What follows belongs to an exercise in optimizing a design on an open flow for small area, a short achievable clock period and few clock cycles per item; a production flow would make more cautious choices.
Power figures rest on the tool's default switching activity, not on a simulated workload.

==> module skinny_tweakey_schedule, before the edit <==
module skinny_tweakey_schedule (
   input  wire logic                       run,
   input  wire logic                       idle,
   input  wire logic [383:0]               tweakey,
   input  wire logic                       pol,
   input  wire logic [127:0]               tk1_q,
   input  wire logic [127:0]               tk2_q,
   input  wire logic [127:0]               tk3_q,
   output logic [64*1-1:0]    rtk,      
   output logic [127:0]                    tk1_d,    
   output logic [127:0]                    tk2_d,
   output logic [127:0]                    tk3_d
);
   logic [127:0] tk1_nxt, tk2_nxt, tk3_nxt;  
   localparam int U = 1;
   localparam logic [63:0] PERM = 64'h9F8DAECB01234567;
   function automatic logic [127:0] permute(input logic [127:0] ki);
      logic [127:0] ko;
      for (int p = 0; p < 16; p++) begin
         ko[127-p*8 -: 8] = ki[127-int'(PERM[63-p*4 -: 4])*8 -: 8];
      end
      permute = ko;
   endfunction
   function automatic logic [127:0] step2(input logic [127:0] x, input logic fix);
      logic [127:0] p;
      p = permute(x);
      step2 = p;
      for (int c = 0; c < 8; c++) begin
         step2[127-c*8 -: 8] = {p[126-c*8 -: 7], p[127-c*8] ^ p[125-c*8] ^ fix};
      end
   endfunction
   function automatic logic [127:0] step3(input logic [127:0] x);
      logic [127:0] p;
      p = permute(x);
      step3 = p;
      for (int c = 0; c < 8; c++) begin
         step3[127-c*8 -: 8] = {p[120-c*8] ^ p[126-c*8], p[127-c*8 -: 7]};
      end
   endfunction
   logic [127:0] t1 [U+1];
   logic [127:0] t2 [U+1];
   logic [127:0] t3 [U+1];
   always_comb begin
      t1[0] = tk1_q;
      t2[0] = tk2_q;
      t3[0] = tk3_q;
      for (int j = 0; j < U; j++) begin
         rtk[64*j +: 64] = t1[j][127:64] ^ t2[j][127:64] ^ t3[j][127:64];
         t1[j+1] = permute(t1[j]);
         t2[j+1] = step2(t2[j], pol);
         t3[j+1] = step3(t3[j]);
      end
   end
   assign tk1_nxt = t1[U];
   assign tk2_nxt = t2[U];
   assign tk3_nxt = t3[U];
   assign tk3_d = (tk3_nxt & {128{run}}) | (tweakey[127:0] & {128{idle}});
   assign tk1_d = ~((tk1_nxt | {128{idle}}) & (tweakey[383:256] | {128{run}}));
   assign tk2_d = ~((tk2_nxt | {128{idle}}) & (tweakey[255:128] | {128{run}}));
endmodule
==> module skinny_core, before the edit <==
module skinny_core (
   input  wire logic                     clk,
   input  wire logic                     rst,
   input  wire logic                     start,
   input  wire skinny_data_pkg::block_t  plaintext,
   input  wire logic [383:0]             tweakey,
   output logic                          busy,
   output logic                          done,
   output skinny_data_pkg::block_t       ciphertext
);
   localparam int U = 1;
   logic                last_round;
   logic                run, idle, pol;
   logic [6*U-1:0]      rcs;
   logic [64*U-1:0]     rtk;
   logic [127:0]        state_q, tk1_q, tk2_q, tk3_q;
   logic [127:0]        tk1_d, tk2_d, tk3_d;
   skinny_round_ctrl u_ctrl (
      .clk        (clk),
      .rst        (rst),
      .start      (start),
      .last_round (last_round),
      .busy       (busy),
      .done       (done),
      .run        (run),
      .idle       (idle),
      .pol        (pol)
   );
   skinny_round_counter u_counter (
      .clk        (clk),
      .run        (run),
      .idle       (idle),
      .rcs        (rcs),
      .last_round (last_round)
   );
   skinny_tweakey_schedule u_sched (
      .run     (run),
      .idle    (idle),
      .tweakey (tweakey),
      .pol     (pol),
      .tk1_q   (tk1_q),
      .tk2_q   (tk2_q),
      .tk3_q   (tk3_q),
      .rtk     (rtk),
      .tk1_d   (tk1_d),
      .tk2_d   (tk2_d),
      .tk3_d   (tk3_d)
   );
   logic [127:0]        state_nxt;
   skinny_round_datapath u_round (
      .state_in  (state_q),
      .rtk       (rtk),
      .rc        (rcs),
      .plaintext (plaintext),
      .run       (run),
      .idle      (idle),
      .state_nxt (state_nxt)
   );
   always_ff @(posedge clk) begin
      state_q <= state_nxt;
      tk1_q   <= tk1_d;
      tk2_q   <= tk2_d;
      tk3_q   <= tk3_d;
   end
   assign ciphertext = state_q;
endmodule
==> flow/config.mk <==
export PLATFORM = sky130hd
export DESIGN_NAME = skinny_core
export DESIGN_NICKNAME = skinny_core
export VERILOG_FILES = /design/flow/design.v
export SDC_FILE = /design/flow/constraint.sdc
export NUM_CORES = 4
export LEC_CHECK = 0
export CAP_MARGIN = 20
export CORE_AREA = 2.3 2.72 192.7 192.3
export CTS_BUF_LIST = sky130_fd_sc_hd__clkbuf_16
export CTS_CLUSTER_DIAMETER = 100
export CTS_CLUSTER_SIZE = 24
export DIE_AREA = 0 0 195 195
export SETUP_SLACK_MARGIN = 2.2
export SLEW_MARGIN = 20
export SYNTH_HIERARCHICAL = 1
export SYNTH_MINIMUM_KEEP_SIZE = 0
==> flow/constraint.sdc <==
create_clock -name core_clock -period 4.5 [get_ports {clk}]
set_input_delay 0.9000 -clock core_clock [delete_from_list [all_inputs] [get_ports {clk}]]
set_output_delay 0.9000 -clock core_clock [all_outputs]
set_load 0.01 [all_outputs]
standard.sh (not shown) runs the stock make flow with config.mk's settings and CLKGATE_MAP_FILE= SYNTH_SCRIPT=/design/flow/synth_recipe.tcl, a recipe that flattens the netlist after the stock synthesis.
==> flow/flow/run.sh <==
#!/bin/bash
set -euo pipefail
bash standard.sh "BUFFER_PORTS_ARGS=-buffer_cell sky130_fd_sc_hd__buf_1" finish > standard_flow.log 2>&1
==> next run, changes <==
--- a/flow/design.v
+++ b/flow/design.v
@@ -182,19 +182,15 @@
 `default_nettype wire
 `default_nettype none
 module skinny_tweakey_schedule (
-   input  wire logic                       run,
-   input  wire logic                       idle,
-   input  wire logic [383:0]               tweakey,
    input  wire logic                       pol,
    input  wire logic [127:0]               tk1_q,
    input  wire logic [127:0]               tk2_q,
    input  wire logic [127:0]               tk3_q,
    output logic [64*1-1:0]    rtk,      
-   output logic [127:0]                    tk1_d,    
-   output logic [127:0]                    tk2_d,
-   output logic [127:0]                    tk3_d
+   output logic [127:0]                    tk1_nxt,  
+   output logic [127:0]                    tk2_nxt,  
+   output logic [127:0]                    tk3_nxt
 );
-   logic [127:0] tk1_nxt, tk2_nxt, tk3_nxt;  
    localparam int U = 1;
    localparam logic [63:0] PERM = 64'h9F8DAECB01234567;
    function automatic logic [127:0] permute(input logic [127:0] ki);
@@ -237,9 +233,6 @@
    assign tk1_nxt = t1[U];
    assign tk2_nxt = t2[U];
    assign tk3_nxt = t3[U];
-   assign tk3_d = (tk3_nxt & {128{run}}) | (tweakey[127:0] & {128{idle}});
-   assign tk1_d = ~((tk1_nxt | {128{idle}}) & (tweakey[383:256] | {128{run}}));
-   assign tk2_d = ~((tk2_nxt | {128{idle}}) & (tweakey[255:128] | {128{run}}));
 endmodule
 `default_nettype wire
 `timescale 1ns/10ps
@@ -260,7 +253,7 @@
    logic [6*U-1:0]      rcs;
    logic [64*U-1:0]     rtk;
    logic [127:0]        state_q, tk1_q, tk2_q, tk3_q;
-   logic [127:0]        tk1_d, tk2_d, tk3_d;
+   logic [127:0]        tk1_nxt, tk2_nxt, tk3_nxt;
    skinny_round_ctrl u_ctrl (
       .clk        (clk),
       .rst        (rst),
@@ -280,17 +273,14 @@
       .last_round (last_round)
    );
    skinny_tweakey_schedule u_sched (
-      .run     (run),
-      .idle    (idle),
-      .tweakey (tweakey),
       .pol     (pol),
       .tk1_q   (tk1_q),
       .tk2_q   (tk2_q),
       .tk3_q   (tk3_q),
       .rtk     (rtk),
-      .tk1_d   (tk1_d),
-      .tk2_d   (tk2_d),
-      .tk3_d   (tk3_d)
+      .tk1_nxt (tk1_nxt),
+      .tk2_nxt (tk2_nxt),
+      .tk3_nxt (tk3_nxt)
    );
    logic [127:0]        state_nxt;
    skinny_round_datapath u_round (
@@ -304,9 +294,9 @@
    );
    always_ff @(posedge clk) begin
       state_q <= state_nxt;
-      tk1_q   <= tk1_d;
-      tk2_q   <= tk2_d;
-      tk3_q   <= tk3_d;
+      tk3_q   <= (tk3_nxt & {128{run}}) | (tweakey[127:0]   & {128{idle}});
+      tk1_q   <= ~((tk1_nxt | {128{idle}}) & (tweakey[383:256] | {128{run}}));
+      tk2_q   <= ~((tk2_nxt | {128{idle}}) & (tweakey[255:128] | {128{run}}));
    end
    assign ciphertext = state_q;
 endmodule
After rerunning:
- The new run produced a clean layout
- clock power is higher by a few percent
- hold slack gets better by 4.6 ps
- flip-flop and latch count is unchanged
- worst setup slack loses 9.7 ps
- power grows by a few percent
- area after synthesis rose by about a fifth
- first-iteration DRC count climbs by a quarter to a third
- wire length came out higher by a few percent
- core utilization came out higher by 1.8 points
- cell count came out lower slightly
- count of clock-buffer cells in the layout does not change
- fmax is lower slightly
- non-clock buffer count went up by 15
- clock skew is about the same
No functional check of the RTL was part of any run of this note.

## afterwards: timing with drivers on the ports
Ports are ideal in the flow. The routed layouts listed here were re-timed in OpenROAD. Step 1 sets driving cells, clkbuf_16 on the clock port and buf_2 on the other inputs (assumed; they add their load-dependent delay and slew). Step 2 moves the port delays by t, midway between the first and last clock arrival at a register: inputs arrive t later, outputs are due t later. That takes back most of the time a late clock gives input paths. Slacks: ideal ports / drivers / drivers and shift; pairs: ideal ports / drivers.
run	t, ns	slack for setup (ns)	worst hold slack (ns)	slew at the worst register clock pin (ns)	worst slew at a driven data input, ns
the first run	0.644	2.179 / 2.145 / 2.179	0.414 / 0.414 / 0.414	0.11 / 0.11	0.15
the second run	0.657	2.170 / 2.140 / 2.170	0.418 / 0.418 / 0.418	0.10 / 0.10	0.17
After both steps every run listed still meets setup and hold.
